What follows belongs to an exercise in optimizing a design on an open flow for small area, a short achievable clock period and few clock cycles per item; a production flow would make more cautious choices. In this exercise RTL edits were held to simulation tests only and were not proved equivalent to the original.

<file path="flow/design.v">
`timescale 1ns/1ps
module asconRound (
    input  logic [320-1:0] stateIn,
    input  logic [3:0]                   roundIdx,
    output logic [320-1:0] stateOut
);
    logic [64-1:0] x0, x1, x2, x3, x4;
    logic [64-1:0] t0, t1, t2, t3, t4;
    logic [64-1:0] y0, y1, y2, y3, y4;
    logic [7:0]                  rc;
    assign rc = 8'hF0 - 8'h0F * {4'b0000, roundIdx};
    always_comb begin
        x0 = stateIn[(320-1-64*(0)) -: 64];
        x1 = stateIn[(320-1-64*(1)) -: 64];
        x2 = stateIn[(320-1-64*(2)) -: 64];
        x3 = stateIn[(320-1-64*(3)) -: 64];
        x4 = stateIn[(320-1-64*(4)) -: 64];
        x2[7:0] = x2[7:0] ^ rc;
        x0 = x0 ^ x4;
        x4 = x4 ^ x3;
        x2 = x2 ^ x1;
        t0 = ~x0 & x1;
        t1 = ~x1 & x2;
        t2 = ~x2 & x3;
        t3 = ~x3 & x4;
        t4 = ~x4 & x0;
        x0 = x0 ^ t1;
        x1 = x1 ^ t2;
        x2 = x2 ^ t3;
        x3 = x3 ^ t4;
        x4 = x4 ^ t0;
        x1 = x1 ^ x0;
        x0 = x0 ^ x4;
        x3 = x3 ^ x2;
        x2 = ~x2;
        y0 = x0 ^ {x0[18:0], x0[63:19]} ^ {x0[27:0], x0[63:28]};
        y1 = x1 ^ {x1[60:0], x1[63:61]} ^ {x1[38:0], x1[63:39]};
        y2 = x2 ^ {x2[0:0],  x2[63:1]}  ^ {x2[5:0],  x2[63:6]};
        y3 = x3 ^ {x3[9:0],  x3[63:10]} ^ {x3[16:0], x3[63:17]};
        y4 = x4 ^ {x4[6:0],  x4[63:7]}  ^ {x4[40:0], x4[63:41]};
    end
    assign stateOut = {y0, y1, y2, y3, y4};
endmodule
`timescale 1ns/1ps
module asconPermutation #(
    parameter int roundsPerCycle = 2
) (
    input  logic                         clk,
    input  logic                         rst,
    input  logic                         load,
    input  logic [320-1:0] stateIn,
    input  logic [3:0]                   startRound,
    output logic [320-1:0] stateOut,
    output logic                         done
);
    localparam logic [3:0] roundEnd = 12;
    logic [320-1:0] stateReg;
    logic [3:0]                   roundIdx;
    logic [3:0]                   baseIdx;
    logic                         haveResult;
    logic                         running;
    logic [320-1:0] chain [0:roundsPerCycle];
    assign running  = (roundIdx < roundEnd);
    assign chain[0] = load ? stateIn : stateReg;
    assign baseIdx  = load ? startRound : roundIdx;
    for (genvar g = 0; g < roundsPerCycle; g++) begin : g_round
        asconRound u_round (
            .stateIn (chain[g]),
            .roundIdx(baseIdx + 4'(g)),
            .stateOut(chain[g+1])
        );
    end
    always_ff @(posedge clk or posedge rst) begin
        if (rst) begin
            roundIdx   <= roundEnd;
            haveResult <= 1'b0;
        end else if (load) begin
            roundIdx   <= startRound + 4'(roundsPerCycle);
            haveResult <= 1'b1;
        end else if (running) begin
            roundIdx <= roundIdx + 4'(roundsPerCycle);
        end
    end
    always_ff @(posedge clk) begin
        if (load || running) begin
            stateReg <= chain[roundsPerCycle];
        end
    end
    assign stateOut = stateReg;
    assign done     = haveResult && !running;
endmodule
`timescale 1ns/1ps
module asconPadding (
    input  logic [64-1:0] block,
    input  logic [4-1:0]  len,
    output logic [64-1:0] padded
);
    always_comb begin
        for (int b = 0; b < 8; b++) begin
            if (b < len) begin
                padded[64-1-8*b -: 8] = block[64-1-8*b -: 8];
            end else if (b == len) begin
                padded[64-1-8*b -: 8] = 8'h80;
            end else begin
                padded[64-1-8*b -: 8] = 8'h00;
            end
        end
    end
endmodule
`timescale 1ns/1ps
module asconController (
    input  logic                         clk,
    input  logic                         rst,
    input  logic                         start,
    input  logic                         hasAd,
    input  logic                         enc,
    input  logic [128-1:0]   key,
    input  logic [128-1:0]   nonce,
    input  logic [4-1:0]   adLen,
    input  logic [4-1:0]   textLen,
    input  logic [64-1:0]  adBlock,
    input  logic [64-1:0]  textBlock,
    input  logic [64-1:0]  padIn,
    input  logic [64-1:0]  padOut,
    input  logic [320-1:0] permState,
    input  logic                         permDone,
    output logic [64-1:0]  selBlock,
    output logic [4-1:0]   selLen,
    output logic                         load,
    output logic [320-1:0] stateIn,
    output logic [3:0]                   startRound,
    output logic                         read,
    output logic [64-1:0]  outBlock,
    output logic                         outValid,
    output logic [128-1:0]   tag,
    output logic                         tagValid
);
    localparam logic [2:0] stIdle  = 3'd0;
    localparam logic [2:0] stInit  = 3'd1;
    localparam logic [2:0] stAd    = 3'd2;
    localparam logic [2:0] stText  = 3'd3;
    localparam logic [2:0] stFinal = 3'd4;
    localparam logic [4-1:0] fullLen = 8;
    localparam logic [3:0] longRunStart  = 4'd0;
    localparam logic [3:0] shortRunStart = 12 - 6;
    logic [2:0]                   state;
    logic [2:0]                   nextState;
    logic [128-1:0]   keyReg;
    logic [64-1:0]  keyHi;
    logic [64-1:0]  keyLo;
    logic                         adLast;
    logic                         useAd;
    logic                         doAd;
    logic                         doText;
    logic [64-1:0]  rawOut;
    logic [64-1:0]  textMask;
    logic [64-1:0]  s0, s1, s2, s3, s4;
    assign {keyHi, keyLo} = keyReg;
    assign useAd = ((state == stInit) && hasAd) || ((state == stAd) && !adLast);
    assign selBlock = useAd ? adBlock : textBlock;
    assign selLen   = useAd ? adLen : textLen;
    always_comb begin
        textMask = '0;
        for (int b = 0; b < 8; b++) begin
            if (b < textLen) begin
                textMask[64-1-8*b -: 8] = 8'hFF;
            end
        end
    end
    assign rawOut   = permState[(320-1-64*(0)) -: 64] ^ (enc ? padIn : textBlock);
    assign outBlock = rawOut & textMask;
    assign tag = {permState[(320-1-64*(3)) -: 64], permState[(320-1-64*(4)) -: 64]} ^ keyReg;
    always_comb begin
        s0         = permState[(320-1-64*(0)) -: 64];
        s1         = permState[(320-1-64*(1)) -: 64];
        s2         = permState[(320-1-64*(2)) -: 64];
        s3         = permState[(320-1-64*(3)) -: 64];
        s4         = permState[(320-1-64*(4)) -: 64];
        nextState  = state;
        load       = 1'b0;
        read       = 1'b0;
        outValid   = 1'b0;
        tagValid   = 1'b0;
        startRound = longRunStart;
        doAd       = 1'b0;
        doText     = 1'b0;
        case (state)
            stIdle: begin
                if (start) begin
                    load      = 1'b1;
                    s0        = 64'h80400c0600000000;
                    {s1, s2}  = key;
                    {s3, s4}  = nonce;
                    nextState = stInit;
                end
            end
            stInit: begin
                if (permDone) begin
                    s3 = s3 ^ keyHi;
                    s4 = s4 ^ keyLo;
                    if (useAd) begin
                        doAd = 1'b1;
                    end else begin
                        s4     = s4 ^ 64'd1;
                        doText = 1'b1;
                    end
                end
            end
            stAd: begin
                if (permDone) begin
                    if (useAd) begin
                        doAd = 1'b1;
                    end else begin
                        s4     = s4 ^ 64'd1;
                        doText = 1'b1;
                    end
                end
            end
            stText: begin
                if (permDone) begin
                    doText = 1'b1;
                end
            end
            stFinal: begin
                if (permDone) begin
                    tagValid  = 1'b1;
                    nextState = stIdle;
                end
            end
            default: begin
                nextState = stIdle;
            end
        endcase
        if (doAd) begin
            read       = 1'b1;
            load       = 1'b1;
            s0         = s0 ^ padIn;
            startRound = shortRunStart;
            nextState  = stAd;
        end
        if (doText) begin
            read     = 1'b1;
            outValid = 1'b1;
            load     = 1'b1;
            s0       = enc ? (s0 ^ padIn) : (s0 ^ padOut);
            if (textLen == fullLen) begin
                startRound = shortRunStart;
                nextState  = stText;
            end else begin
                s1         = s1 ^ keyHi;
                s2         = s2 ^ keyLo;
                startRound = longRunStart;
                nextState  = stFinal;
            end
        end
    end
    assign stateIn = {s0, s1, s2, s3, s4};
    always_ff @(posedge clk or posedge rst) begin
        if (rst) begin
            state  <= stIdle;
            adLast <= 1'b0;
        end else begin
            state <= nextState;
            if (doAd) begin
                adLast <= (adLen != fullLen);
            end
        end
    end
    always_ff @(posedge clk) begin
        if ((state == stIdle) && start) begin
            keyReg <= key;
        end
    end
endmodule
`timescale 1ns/1ps
module asconTop (
    input  logic                         clk,
    input  logic                         rst,
    input  logic                         start,
    input  logic                         hasAd,
    input  logic                         enc,
    input  logic [128-1:0]   key,
    input  logic [128-1:0]   nonce,
    input  logic [64-1:0]  adBlock,
    input  logic [4-1:0]   adLen,
    input  logic [64-1:0]  textBlock,
    input  logic [4-1:0]   textLen,
    output logic                         read,
    output logic [64-1:0]  outBlock,
    output logic                         outValid,
    output logic [128-1:0]   tag,
    output logic                         tagValid
);
    logic [64-1:0]  selBlock;
    logic [4-1:0]   selLen;
    logic [64-1:0]  paddedIn;
    logic [64-1:0]  paddedOut;
    logic                         load;
    logic [320-1:0] stateIn;
    logic [3:0]                   startRound;
    logic [320-1:0] permState;
    logic                         permDone;
    asconController u_controller (
        .clk       (clk),
        .rst       (rst),
        .start     (start),
        .hasAd     (hasAd),
        .enc       (enc),
        .key       (key),
        .nonce     (nonce),
        .adLen     (adLen),
        .textLen   (textLen),
        .adBlock   (adBlock),
        .textBlock (textBlock),
        .padIn     (paddedIn),
        .padOut    (paddedOut),
        .permState (permState),
        .permDone  (permDone),
        .selBlock  (selBlock),
        .selLen    (selLen),
        .load      (load),
        .stateIn   (stateIn),
        .startRound(startRound),
        .read      (read),
        .outBlock  (outBlock),
        .outValid  (outValid),
        .tag       (tag),
        .tagValid  (tagValid)
    );
    asconPermutation #(
        .roundsPerCycle(2)
    ) u_permutation (
        .clk       (clk),
        .rst       (rst),
        .load      (load),
        .stateIn   (stateIn),
        .startRound(startRound),
        .stateOut  (permState),
        .done      (permDone)
    );
    asconPadding u_padIn (
        .block (selBlock),
        .len   (selLen),
        .padded(paddedIn)
    );
    asconPadding u_padOut (
        .block (outBlock),
        .len   (textLen),
        .padded(paddedOut)
    );
endmodule
</file>
<file path="flow/run.sh">
#!/bin/bash
# synth_recipe.tcl (not shown) runs the flow's synth.tcl, then flattens the netlist and writes it again
# the make line also repeats each setting of config.mk as NAME=value (left out here)
make -C /OpenROAD-flow-scripts/flow DESIGN_CONFIG=/design/flow/config.mk WORK_HOME=/design/flow/orfs CLKGATE_MAP_FILE= SYNTH_SCRIPT=/design/flow/synth_recipe.tcl finish
</file>
<file path="flow/config.mk">
export PLATFORM = sky130hd
export DESIGN_NAME = asconTop
export DESIGN_NICKNAME = asconTop
export VERILOG_FILES = /design/flow/design.v
export SDC_FILE = /design/flow/constraint.sdc
export NUM_CORES = 4
export LEC_CHECK = 0
export CAP_MARGIN = 20
export CORE_MARGIN = 2
export CORE_UTILIZATION = 40
export SLEW_MARGIN = 20
</file>
<file path="flow/constraint.sdc">
create_clock -name core_clock -period 8.0 [get_ports {clk}]
set_input_delay 1.6000 -clock core_clock [delete_from_list [all_inputs] [get_ports {clk}]]
set_output_delay 1.6000 -clock core_clock [all_outputs]
set_load 0.01 [all_outputs]
</file>
==> out/metrics.cfg <==
[floorplanning]
die_area_mm2=0.157
placeableCoreArea_mm2=0.154
placement_rows=144
die_h_um=397
start_util_pct=40.1
num_io_pins=592
die_x_um=397

[placement]
place_area_mm2=0.0851
dp.cells=10400
io_buffer_count=591
dp_hpwl_mm=377
finalWeightedCongestion=1.19
dp_slack_ps=-155

[logic_synthesis]
ys_seq_area_share_pct=22.1
async_flop_share_pct=1.75
syn_avg_cell_area_um2=9.92
synth_flop_cell=edfxtp_1
synth_simple_gate_area_share_pct=10.6
synth_compound_area_share_pct=10.3
synth_top_family_by_area=XOR/XNOR gates
synth_top_area_share_pct=21.8
syn_area_mm2=0.0617
synth_top_area_cell=edfxtp_1
synth_xor_area_share_pct=43.1
synth_fa_ha_area_share_pct=6.26
synth_warnings=6
synth-edff-count=448
synthMuxAreaShare_pct=4.25
synth.area.top_cells=edfxtp_1 (22%), xnor2_1 (21%), xor2_1 (11%), ha_1 (5.1%), xnor3_1 (4.9%)
syn_nets=6867
syn_inst=6215
ys_seq_elements=456
synth_cell_types=136

[setup_path]
cp_cell_sequence=clkdlybuf4s50_1 > or4b_4 > clkinv_16 > a21oi_4 > buf_12 > a221o_1 > xor2_1 > xnor2_1 > buf_4 > xnor3_1 > buf_12 > xor2_1 > xnor2_2 > inv_1 > ha_1 > xor2_1 > xnor2_1 > xnor2_2 > buf_12 > xnor2_1 > xnor2_1
critPathMaxFanout=42
worst_path_most_repeated_cell=xnor2_1
critPathArrivalTime_ps=7840
crit_type=in2reg
rr_worst_depth=21
timing.rr.end=u_permutation.stateReg[3]
cp-start-kind=primary input
cp-end-kind=flop
worstReg2RegStart=u_controller.state[0]
path_buf_inv=7
crit_slowest_cell=a221o_1
slowest_delay_ps=660
critical_path.top_delay_family=XOR/XNOR gates
worstPathRequired_ps=8400
r2r_setup_slack_ps=800

[routing]
drc=0
drt_pass1_iterations=9
via_count=64100
ant_nets=0
routedWlPerCell_um=41.3
via_per_inst=6.07
wl_mm=436
drt_iter0_drc=10500

[layout]
finalNetCount=9108
drive_gt1_share_pct=26.8
utilization_pct=56.8
area_delta_synth_final_pct=41.4
fin_cells=10600
fillerInstances=13700
finalInstanceArea_mm2=0.0872

[sta]
setup_viol_count_final=0
drv_slew=0
rsz0062_at_grt=no
tightestPinTransition_ps=1190
fin_crit_ps=7440
fmax_mhz=134
finalCritPeriodShare_pct=93.0
skew_ps=42.9
timing.final.ws_setup_ps=560
hold_viol_final=0
slew_headroom_pct=19.8

[clocking]
clock_path_buffers=3
cts_tree=built
root_buffer=clkbuf_16
cts_sinks=456
numCtsBuffers=66
path_clk_slew_ps=60
post_cts_buffers=0
cts_max_level=3
cts_resized=0
clk_latency_ps=710
postCtsHoldBufs=0

[global_routing]
grt_pass1_vias=60000
grt_max_degree=88
grt.total_usage_pct=53.7
grt_pass1_wl_mm=555
antenna_found_initial=38
overflow=0

[min_path]
hold_path.class=reg2reg
holdPathStages=1
whs_endpoint=u_permutation.roundIdx[1]
min_from=u_permutation.roundIdx[1]

[run_status]
status=no timing/DRC/antenna violations

[run]
maxCapViolCount=0

[routing by layer]
layer	GRT usage, %	share of wire, %	up-vias
li1	-	-	26200
met1	62.8	35	31400
met2	75.9	40	5158
met3	19.6	14	1340
met4	49.8	12	28
met5	0	0.085	-
[placed cells by master, fill, tap and decap left out, types with 25 or more instances in the layout]
cell | synthesis | final
nand3_1 | 66 | 65
nand2_1 | 398 | 397
nand4_1 | 71 | 71
o211ai_1 | 33 | 33
edfxtp_1 | 448 | 448
a22oi_1 | 28 | 28
nand2b_1 | 41 | 40
xnor2_2 | 167 | 178
xor3_1 | 41 | 41
clkbuf_16 | 0 | 66
nor3b_1 | 62 | 62
inv_1 | 169 | 169
o21ai_0 | 111 | 108
xnor2_1 | 1471 | 1460
maj3_1 | 60 | 60
clkdlybuf4s50_1 | 0 | 590
xor2_1 | 745 | 744
mux2i_1 | 238 | 238
or3_1 | 26 | 26
a21oi_1 | 268 | 268
a31oi_1 | 96 | 95
nor3_1 | 45 | 44
buf_4 | 26 | 1625
and3_1 | 41 | 40
nor2b_1 | 102 | 102
a21o_1 | 28 | 28
nor2_1 | 267 | 267
buf_12 | 1 | 191
a32oi_1 | 25 | 25
and2_1 | 36 | 36
ha_1 | 253 | 253
xnor3_1 | 135 | 135
[worst max-delay path by stage]
stage / startpoint / endpoint / slack [ps] / depth (start not counted)
final: start / u_permutation.stateReg[212] / 560 / 21
after global placement: start / u_permutation.stateReg[211] / -130 / 23
after global routing: start / u_permutation.stateReg[212] / 520 / 21
after CTS: start / u_permutation.stateReg[211] / 570 / 23
after floorplan: start / u_permutation.stateReg[88] / 620 / 22
after detailed placement: start / u_permutation.stateReg[211] / -150 / 23
[area by class of cell]
cell class | instances | area [um2] | area share (%)
multi-input combinational | 5351 | 46200 | 53.0
timing repair buffer | 2408 | 22000 | 25.2
sequential | 456 | 13700 | 15.7
tap | 2044 | 2560 | 2.93
clock buffer | 79 | 1700 | 1.95
inverter | 173 | 681 | 0.780
clock inverter | 37 | 424 | 0.486
antenna | 13 | 32.5 | 0.0373
[cells by family after synthesis]
logic type | after synthesis
simple gates | 1275
fa+ha+maj | 320
compound gates | 915
mux | 259
buf+inv | 408
flops | 456
xor+xnor | 2582
[cell usage after synthesis (16+ instances only)]
cell	instances
a22o_1	22
a32oi_1	25
a2bb2oi_1	16
xor2_1	745
xor3_1	41
inv_1	169
clkbuf_1	82
and2_1	36
a31oi_1	96
buf_6	37
nand2_1	398
a21o_1	28
nor3b_1	62
xnor3_1	135
buf_2	74
nor2_1	267
o211ai_1	33
and3_1	41
mux2i_1	238
edfxtp_1	448
nor3_1	45
xnor2_2	167
nand3_1	66
xnor2_1	1471
nand2b_1	41
nand4_1	71
or3_1	26
o21ai_1	18
buf_4	26
a211oi_1	21
a21oi_1	268
ha_1	253
nor4_1	21
nor2b_1	102
mux2_2	19
o21ai_0	111
a22oi_1	28
maj3_1	60
[registers in the layout, summed over array words and instances (netlist names)]
signal,count
u_permutation.stateReg,320
u_controller.keyReg,128
u_controller.state,3
u_permutation.roundIdx,3
u_controller.adLast,1
u_permutation.haveResult,1
[metrics by stage]
step                      hold slack, ps  setup TNS (ps)
after detailed placement             504            -155
after CTS                            517               0
final                                519               0
after floorplan                      481               0
after global placement               501            -127
after global routing                 546               0
Testbench counts, summed over its fixed seeds: cycles 8,780, blocks 1,860.

-- separate check: timing with driven ports --
The flow's constraints put no driver on any port. The routed layout listed below was extracted and timed again, unchanged, in two steps. Step 1 sets driving cells, clkbuf_16 on the clock port and buf_2 on the other inputs (assumed; they add their load-dependent delay and slew). Step 2, shift: input delay + t, output delay - t, t = (earliest + latest rising clock arrival at the registers) / 2. This alone moves slack from input paths to output paths. Slacks: ideal / step 1 / step 2; pairs: ideal / step 1.
t, ns: 0.780
slack for setup (ns): 0.560 / 0.614 / -0.166
hold WS [ns]: 0.519 / 0.519 / 0.519
worst setup path at the end: input to register
worst slew at a driven data input, ns: 0.27
With both steps, setup timing fails in this run, where it was met with ideal ports. For this run, drivers alone change the setup slack by +0.054 ns; drivers and shift together by -0.726 ns.
